Context: an optimization exercise on an open-source flow, tuned for small area. The choices shown serve that exercise and are no tape-out recipe.
In this exercise RTL edits were held to simulation tests only and were not proved equivalent to the original.
No driver is modelled on the clock port, so clocking that relies on it looks cheaper here than on a real chip.

==> run X <==
==> flow/design.v <==
package fir_pkg;
  localparam int unsigned DEF_DATA_W = 16;
  localparam int unsigned DEF_COEF_W = 18;
  localparam int unsigned DEF_TAPS   = 102;
  localparam int unsigned NDIG  = DEF_COEF_W / 2;
  localparam int unsigned ACC_W = 24;
endpackage
module fir_coef_ram #(
  parameter int unsigned DEPTH  = 4,
  parameter int unsigned COEF_W = 18,
  parameter int unsigned AW     = 2
) (
  input  logic              clk,
  input  logic              rst,
  input  logic              we,
  input  logic [AW-1:0]     waddr,
  input  logic [COEF_W-1:0] wdata,
  input  logic [AW-1:0]     ph_next,    
  output logic [COEF_W-1:0] head
);
  logic [DEPTH-1:0][COEF_W-1:0] mem_q;
  logic [AW:0]                  diff;
  logic [AW-1:0]                wslot;
  logic                         wvalid;
  logic [COEF_W-1:0]            wd;
  assign diff   = {1'b0, waddr} - {1'b0, ph_next};
  assign wslot  = diff[AW] ? AW'(diff[AW-1:0] + AW'(DEPTH)) : diff[AW-1:0];
  assign wvalid = we && (waddr < AW'(DEPTH));
  assign wd     = wdata & {COEF_W{!rst}};
  assign head   = mem_q[0];
  always_ff @(posedge clk) begin
    for (int unsigned i = 0; i < DEPTH; i++) begin
      if (rst || (wvalid && (wslot == AW'(i)))) mem_q[i] <= (i % 2 == 1) ? ~wd : wd;
      else if (i + 1 == DEPTH)                  mem_q[i] <= mem_q[0];
      else                                      mem_q[i] <= ~mem_q[i + 1];
    end
  end
endmodule
module fir_symm_tdm #(
  parameter int unsigned DATA_W    = fir_pkg::DEF_DATA_W,
  parameter int unsigned COEF_W    = fir_pkg::DEF_COEF_W,
  parameter int unsigned TAPS      = fir_pkg::DEF_TAPS,
  parameter int unsigned OUT_SHIFT = 16
) (
  input  logic                          clk,
  input  logic                          rst,
  input  logic                          clear,
  input  logic                          in_valid,
  output logic                          in_ready,
  input  logic [DATA_W-1:0]             in_data,
  input  logic                          coef_we,
  input  logic [5:0]                    coef_addr,
  input  logic [COEF_W-1:0]             coef_wdata,
  output logic                          out_valid,
  output logic [DATA_W-1:0]             out_data,
  output logic                          out_sat
);
  localparam int unsigned H     = TAPS / 2;
  localparam int unsigned AW    = 6;
  localparam int unsigned NDIG  = fir_pkg::NDIG;
  localparam int unsigned ACC_W = fir_pkg::ACC_W;
  localparam logic signed [ACC_W-1:0] RND_C = ACC_W'(1) << (OUT_SHIFT - 1);
  typedef enum logic [1:0] {
    ST_IDLE = 2'd0,
    ST_ZERO = 2'd1,
    ST_ADJ  = 2'd2,
    ST_PASS = 2'd3
  } state_e;
  state_e        st_q;
  logic [AW-1:0] ph_q, ph_d;    
  logic [3:0]    dig_q;         
  logic          out_valid_q;
  logic          accept;
  logic          ph_last;
  logic          len_a;         
  logic          ld_b;          
  logic          short_b;       
  assign ph_last  = (ph_q == AW'(H - 1));
  assign ph_d     = ph_last ? '0 : ph_q + AW'(1);
  assign in_ready = (st_q == ST_IDLE) && ph_last && !clear && !rst;
  assign accept   = in_valid && in_ready;
  assign len_a    = (st_q == ST_ADJ) && ((dig_q == '0) || (ph_q == '0));
  assign ld_b     = (st_q == ST_ZERO) || ((st_q == ST_ADJ) && (dig_q == '0) && ph_last);
  assign short_b  = (st_q == ST_ADJ) && (dig_q == '0) && (ph_q != '0);
  always_ff @(posedge clk or posedge rst) begin
    if (rst) begin
      st_q        <= ST_ZERO;
      ph_q        <= '0;
      dig_q       <= '0;
      out_valid_q <= 1'b0;
    end else begin
      ph_q        <= ph_d;
      out_valid_q <= 1'b0;
      if (clear) begin
        st_q  <= ST_ZERO;
        dig_q <= '0;
      end else begin
        case (st_q)
          ST_ZERO: begin
            if (ph_last) begin
              dig_q <= dig_q + 4'd1;
              if (dig_q == 4'd3) begin
                st_q  <= ST_IDLE;
                dig_q <= '0;
              end
            end
          end
          ST_IDLE: begin
            if (accept) st_q <= ST_ADJ;
          end
          ST_ADJ: begin
            if (ph_last) begin
              dig_q <= dig_q + 4'd1;
              if (dig_q == 4'd1) begin
                st_q  <= ST_PASS;
                dig_q <= '0;
              end
            end
          end
          default: begin   
            if (ph_last) begin
              dig_q <= dig_q + 4'd1;
              if (dig_q == 4'(NDIG - 1)) begin
                st_q        <= ST_IDLE;
                dig_q       <= '0;
                out_valid_q <= 1'b1;
              end
            end
          end
        endcase
      end
    end
  end
  logic [H-1:0][DATA_W-1:0] ra_q;
  logic [DATA_W-1:0]        xa_q;
  logic [H-2:0][DATA_W-1:0] rb_q;
  logic [DATA_W-1:0]        yb_q;
  logic [DATA_W-1:0]        a_in;
  always_comb begin
    if (st_q == ST_ZERO) a_in = '0;
    else if (len_a)      a_in = xa_q;
    else if (accept)     a_in = in_data;
    else                 a_in = ra_q[0];
  end
  always_ff @(posedge clk) begin
    for (int unsigned i = 0; i + 1 < H; i++) ra_q[i] <= ra_q[i+1];
    ra_q[H-1] <= a_in;
    xa_q      <= ra_q[0];
    for (int unsigned i = 0; i + 2 < H; i++) rb_q[i] <= rb_q[i+1];
    rb_q[H-2] <= short_b ? rb_q[0] : yb_q;
    yb_q      <= ld_b ? ra_q[1] : rb_q[0];
  end
  logic [COEF_W-1:0] c_head;
  logic [COEF_W:0]   coef_x;     
  logic [2:0]        bwin;
  fir_coef_ram #(
    .DEPTH  (H),
    .COEF_W (COEF_W),
    .AW     (AW)
  ) u_coef_ram (
    .clk     (clk),
    .rst     (rst),
    .we      (coef_we),
    .waddr   (coef_addr),
    .wdata   (coef_wdata),
    .ph_next (ph_d),
    .head    (c_head)
  );
  assign coef_x = {c_head, 1'b0};
  always_comb begin
    bwin = '0;
    for (int unsigned d = 0; d < NDIG; d++) begin
      if (dig_q == 4'(d)) bwin = coef_x[2*d +: 3];
    end
  end
  logic signed [DATA_W:0]   pre;
  logic                     b_neg, b_two, b_one;
  logic signed [DATA_W+1:0] pmag;
  logic signed [ACC_W-1:0]  acc_q, acc_src, acc_add;
  assign pre   = $signed({ra_q[0][DATA_W-1], ra_q[0]}) + $signed({rb_q[0][DATA_W-1], rb_q[0]});
  assign b_neg = bwin[2] && !(bwin[1] && bwin[0]);
  assign b_one = bwin[1] ^ bwin[0];
  assign b_two = (bwin == 3'b011) || (bwin == 3'b100);
  always_comb begin
    if (b_two)      pmag = {pre, 1'b0};
    else if (b_one) pmag = {pre[DATA_W], pre};
    else            pmag = '0;
    acc_add = ACC_W'(pmag) ^ {ACC_W{b_neg}};
    if (st_q != ST_PASS || (ph_q == '0 && dig_q == '0)) acc_src = RND_C;
    else if (ph_q == '0)                                acc_src = acc_q >>> 2;
    else                                                acc_src = acc_q;
  end
  always_ff @(posedge clk) begin
    acc_q <= acc_src + acc_add + ACC_W'(b_neg);
  end
  logic sat_hi, sat_lo;
  assign sat_hi    = !acc_q[ACC_W-1] && (acc_q[ACC_W-2:DATA_W-1] != '0);
  assign sat_lo    =  acc_q[ACC_W-1] && (acc_q[ACC_W-2:DATA_W-1] != '1);
  assign out_valid = out_valid_q;
  assign out_sat   = sat_hi || sat_lo;
  assign out_data  = sat_hi ? {1'b0, {(DATA_W-1){1'b1}}} :
                     sat_lo ? {1'b1, {(DATA_W-1){1'b0}}} : acc_q[DATA_W-1:0];
endmodule
==> flow/flow/run.sh <==
#!/bin/bash
# The standard layout (standard.sh) with three changes:
#  - synthesis is the standard flow's own script, except that ABC maps the logic with
#    flow/abc_area.script, an area-only mapping (flip-flops are not touched);
#  - clock tree synthesis adds no dummy loads and clusters up to 36 flip-flops
#    within 50 um per leaf buffer;
#  - the port buffers are the smallest buffer cell.
# All tool output goes to standard_flow.log and to the ORFS logs under orfs/logs.
set -euo pipefail
work=$PWD
std=$(sed -n 's/.* SYNTH_SCRIPT=\([^ ]*\) .*/\1/p' standard.sh)
[[ -n "$std" ]]
cat > my_synth.tcl <<TCL
proc abc {args} {
  set i [lsearch -exact \$args -script]
  if {\$i >= 0} { lset args [expr {\$i + 1}] $work/flow/abc_area.script }
  yosys abc {*}\$args
}
source $std
TCL
sed "s# SYNTH_SCRIPT=[^ ]* # SYNTH_SCRIPT=$work/my_synth.tcl #" standard.sh > my_standard.sh
grep -q "SYNTH_SCRIPT=$work/my_synth.tcl" my_standard.sh
export CTS_ARGS="-sink_clustering_enable -repair_clock_nets -dont_use_dummy_load -sink_clustering_size 36 -sink_clustering_max_diameter 50"
export BUFFER_PORTS_ARGS="-buffer_cell sky130_fd_sc_hd__buf_1"
bash my_standard.sh > standard_flow.log 2>&1
==> flow/flow/abc_area.script <==
strash;dch;map -a;amap
==> flow/standard.sh <==
#!/bin/bash
# synth_recipe.tcl (not shown) runs the flow's synth.tcl, then flattens the netlist and writes it again
# the make line also repeats each setting of config.mk as NAME=value (left out here)
make -C /OpenROAD-flow-scripts/flow DESIGN_CONFIG=/design/flow/config.mk WORK_HOME=/design/flow/orfs CLKGATE_MAP_FILE= SYNTH_SCRIPT=/design/flow/synth_recipe.tcl "${@:-finish}"
==> flow/config.mk <==
export PLATFORM = sky130hd
export DESIGN_NAME = fir_symm_tdm
export DESIGN_NICKNAME = fir_symm_tdm
export VERILOG_FILES = /design/flow/design.v
export SDC_FILE = /design/flow/constraint.sdc
export NUM_CORES = 4
export LEC_CHECK = 0
export ABC_AREA = 1
export CAP_MARGIN = 20
export CORE_MARGIN = 2
export CORE_UTILIZATION = 70
export SLEW_MARGIN = 20
==> flow/constraint.sdc <==
create_clock -name core_clock -period 12.0 [get_ports {clk}]
set_input_delay 2.4000 -clock core_clock [delete_from_list [all_inputs] [get_ports {clk}]]
set_output_delay 2.4000 -clock core_clock [all_outputs]
set_load 0.01 [all_outputs]
==> inputs of run C, as changes to run X <==
--- a/flow/design.v
+++ b/flow/design.v
@@ -4,5 +4,5 @@
   localparam int unsigned DEF_TAPS   = 102;
   localparam int unsigned NDIG  = DEF_COEF_W / 2;
-  localparam int unsigned ACC_W = 24;
+  localparam int unsigned ACC_W = 25;
 endpackage
 module fir_coef_ram #(
@@ -31,7 +31,6 @@
   always_ff @(posedge clk) begin
     for (int unsigned i = 0; i < DEPTH; i++) begin
-      if (rst || (wvalid && (wslot == AW'(i)))) mem_q[i] <= (i % 2 == 1) ? ~wd : wd;
-      else if (i + 1 == DEPTH)                  mem_q[i] <= mem_q[0];
-      else                                      mem_q[i] <= ~mem_q[i + 1];
+      if (rst || (wvalid && (wslot == AW'(i)))) mem_q[i] <= wd;
+      else                                      mem_q[i] <= mem_q[(i + 1) % DEPTH];
     end
   end
@@ -69,4 +68,5 @@
   state_e        st_q;
   logic [AW-1:0] ph_q, ph_d;    
+  logic [6:0]    cnt_q;         
   logic [3:0]    dig_q;         
   logic          out_valid_q;
@@ -80,11 +80,12 @@
   assign in_ready = (st_q == ST_IDLE) && ph_last && !clear && !rst;
   assign accept   = in_valid && in_ready;
-  assign len_a    = (st_q == ST_ADJ) && ((dig_q == '0) || (ph_q == '0));
-  assign ld_b     = (st_q == ST_ZERO) || ((st_q == ST_ADJ) && (dig_q == '0) && ph_last);
-  assign short_b  = (st_q == ST_ADJ) && (dig_q == '0) && (ph_q != '0);
+  assign len_a    = (st_q == ST_ADJ) && (cnt_q < 7'(H + 1));
+  assign ld_b     = (st_q == ST_ZERO) || ((st_q == ST_ADJ) && (cnt_q == '0));
+  assign short_b  = (st_q == ST_ADJ) && (cnt_q != '0) && (cnt_q < 7'(H));
   always_ff @(posedge clk or posedge rst) begin
     if (rst) begin
       st_q        <= ST_ZERO;
       ph_q        <= '0;
+      cnt_q       <= '0;
       dig_q       <= '0;
       out_valid_q <= 1'b0;
@@ -94,26 +95,22 @@
       if (clear) begin
         st_q  <= ST_ZERO;
-        dig_q <= '0;
+        cnt_q <= '0;
       end else begin
         case (st_q)
           ST_ZERO: begin
-            if (ph_last) begin
-              dig_q <= dig_q + 4'd1;
-              if (dig_q == 4'd3) begin
-                st_q  <= ST_IDLE;
-                dig_q <= '0;
-              end
+            cnt_q <= cnt_q + 7'd1;
+            if (cnt_q == 7'(TAPS + 2)) st_q <= ST_IDLE;
+          end
+          ST_IDLE: begin
+            if (accept) begin
+              st_q  <= ST_ADJ;
+              cnt_q <= '0;
             end
           end
-          ST_IDLE: begin
-            if (accept) st_q <= ST_ADJ;
-          end
           ST_ADJ: begin
-            if (ph_last) begin
-              dig_q <= dig_q + 4'd1;
-              if (dig_q == 4'd1) begin
-                st_q  <= ST_PASS;
-                dig_q <= '0;
-              end
+            cnt_q <= cnt_q + 7'd1;
+            if (cnt_q == 7'(TAPS - 1)) begin
+              st_q  <= ST_PASS;
+              dig_q <= '0;
             end
           end
@@ -123,5 +120,4 @@
               if (dig_q == 4'(NDIG - 1)) begin
                 st_q        <= ST_IDLE;
-                dig_q       <= '0;
                 out_valid_q <= 1'b1;
               end
@@ -149,5 +145,6 @@
     for (int unsigned i = 0; i + 2 < H; i++) rb_q[i] <= rb_q[i+1];
     rb_q[H-2] <= short_b ? rb_q[0] : yb_q;
-    yb_q      <= ld_b ? ra_q[1] : rb_q[0];
+    if (ld_b)          yb_q <= xa_q;
+    else if (!short_b) yb_q <= rb_q[0];
   end
   logic [COEF_W-1:0] c_head;
==> flow/flow/run.sh (replaced) <==
#!/bin/bash
# Standard layout, with clock tree synthesis told not to add dummy loads.
set -euo pipefail
export CTS_ARGS="-sink_clustering_enable -repair_clock_nets -dont_use_dummy_load -sink_clustering_size 28 -sink_clustering_max_diameter 60"
bash standard.sh > standard_flow.log 2>&1
- CORE_UTILIZATION: 70 -> 60
removed: flow/flow/abc_area.script
==> inputs of run Z, as changes to run X <==
==> flow/flow/run.sh (replaced) <==
#!/bin/bash
# The standard layout (standard.sh) with these changes:
#  - synthesis is the standard flow's own script, except that ABC maps the logic with
#    flow/abc_area.script, an area-only mapping (flip-flops are not touched);
#  - clock tree synthesis adds no dummy loads and clusters up to 30 flip-flops
#    within 55 um per leaf buffer;
#  - after clock tree synthesis, flow/downsize_clk.tcl gives each clock buffer
#    the smallest clkbuf that keeps the slew at the pins it drives within 105 ps;
#  - the port buffers are the smallest buffer cell.
# All tool output goes to standard_flow.log and to the ORFS logs under orfs/logs.
set -euo pipefail
work=$PWD
std=$(sed -n 's/.* SYNTH_SCRIPT=\([^ ]*\) .*/\1/p' standard.sh)
[[ -n "$std" ]]
cat > my_synth.tcl <<TCL
proc abc {args} {
  set i [lsearch -exact \$args -script]
  if {\$i >= 0} { lset args [expr {\$i + 1}] $work/flow/abc_area.script }
  yosys abc {*}\$args
}
source $std
TCL
sed "s# SYNTH_SCRIPT=[^ ]* # SYNTH_SCRIPT=$work/my_synth.tcl #" standard.sh > my_standard.sh
grep -q "SYNTH_SCRIPT=$work/my_synth.tcl" my_standard.sh
export CTS_ARGS="-sink_clustering_enable -repair_clock_nets -dont_use_dummy_load -sink_clustering_size 30 -sink_clustering_max_diameter 55"
export POST_CTS_TCL="$work/flow/downsize_clk.tcl"
export BUFFER_PORTS_ARGS="-buffer_cell sky130_fd_sc_hd__buf_1"
bash my_standard.sh > standard_flow.log 2>&1
==> flow/flow/downsize_clk.tcl (new file) <==
# Post-CTS: give each clock buffer the smallest clkbuf that keeps the slew at
# every pin its output drives within a limit (estimated from placement).
estimate_parasitics -placement
set clk_slew_limit 0.105
set clk_sizes {sky130_fd_sc_hd__clkbuf_2 sky130_fd_sc_hd__clkbuf_4 sky130_fd_sc_hd__clkbuf_8}
proc clk_out_slew {inst} {
  set worst 0.0
  foreach out [get_pins -of_objects $inst -filter "direction == output"] {
    foreach p [get_pins -of_objects [get_nets -of_objects $out] -filter "direction == input"] {
      set s [get_property $p slew_max]
      if {$s > $worst} { set worst $s }
    }
  }
  return $worst
}
set n_down 0
foreach inst [get_cells clkbuf_*] {
  set orig [get_property $inst ref_name]
  if {$orig != "sky130_fd_sc_hd__clkbuf_16"} { continue }
  foreach size $clk_sizes {
    replace_cell $inst $size
    if {[clk_out_slew $inst] <= $clk_slew_limit} { incr n_down; break }
    replace_cell $inst $orig
  }
}
puts "downsize_clk: $n_down clock buffers downsized"
==> impl_metrics.tcl <==
set metrics [dict create \
    status "complete, no violations" \
    antenna_found_initial 1 \
    sequentialPowerShare 0.650 \
    met2_usage 0.302 \
    final_util 0.649 \
    design_area_sq_um 73200 \
    total_power_mw 17.9 \
    p_seq_mw 11.7 \
    inverters_excl_clock 216 \
    synthSimpleGateAreaFrac 0.0810 \
]
That was run C.
==> impl_metrics.tcl <==
set metrics [dict create \
    status "complete, no violations" \
    final_util 0.762 \
    sequentialPowerShare 0.617 \
    p_seq_mw 9.51 \
    inverters_excl_clock 210 \
    antenna_found_initial 4 \
    design_area_sq_um 68300 \
    synthSimpleGateAreaFrac 0.0196 \
    total_power_mw 15.4 \
    met2_usage 0.417 \
]
That was run Z.
==> impl_metrics.tcl <==
set metrics [dict create \
    design_area_sq_um 69000 \
    yosys.cell_types.count 48 \
    synthSimpleGateAreaFrac 0.0196 \
    p_seq_mw 9.51 \
    status "complete, no violations" \
    sequentialPowerShare 0.598 \
    total_power_mw 15.9 \
    final-clk-cell-share 0.0515 \
    grt_pass1_wl_mm 194 \
    seq_area_frac 0.756 \
    cpPeakStageDelay_ns 0.70 \
    drt_pass1_iterations 6 \
    final_util 0.770 \
    met2_usage 0.413 \
]
That was run X.

==> re-timing with driven ports <==
The results above use ideal ports. As a check the final layouts listed here were re-extracted and re-timed, cells and wires unchanged.
Step 1 (the two cells are an assumption about what drives the block):
set clk [get_ports {clk}]
set_driving_cell -lib_cell sky130_fd_sc_hd__clkbuf_16 $clk
set_driving_cell -lib_cell sky130_fd_sc_hd__buf_2 [delete_from_list [all_inputs] $clk]
Step 2 adds t to the input delays and takes it off the output delays; t is the mean of the earliest and latest rising clock arrival at the registers after step 1. Input paths then give back, and output paths get back, about the clock's delay inside the block.
Slacks: ideal / step 1 / step 2; pairs: ideal / step 1.
run	t, ns	slack for setup (ns)	worst data-port slew with drivers (ns)
run X	0.795	4.667 / 4.714 / 3.919	0.12
run C	0.794	5.377 / 5.322 / 5.322	0.16
run Z	0.801	4.741 / 4.781 / 3.979	0.12
After both steps setup and hold are still met in every run listed. The setup slack of run Z, which loses most, moves by +0.040 ns with the drivers and by -0.762 ns with both steps.
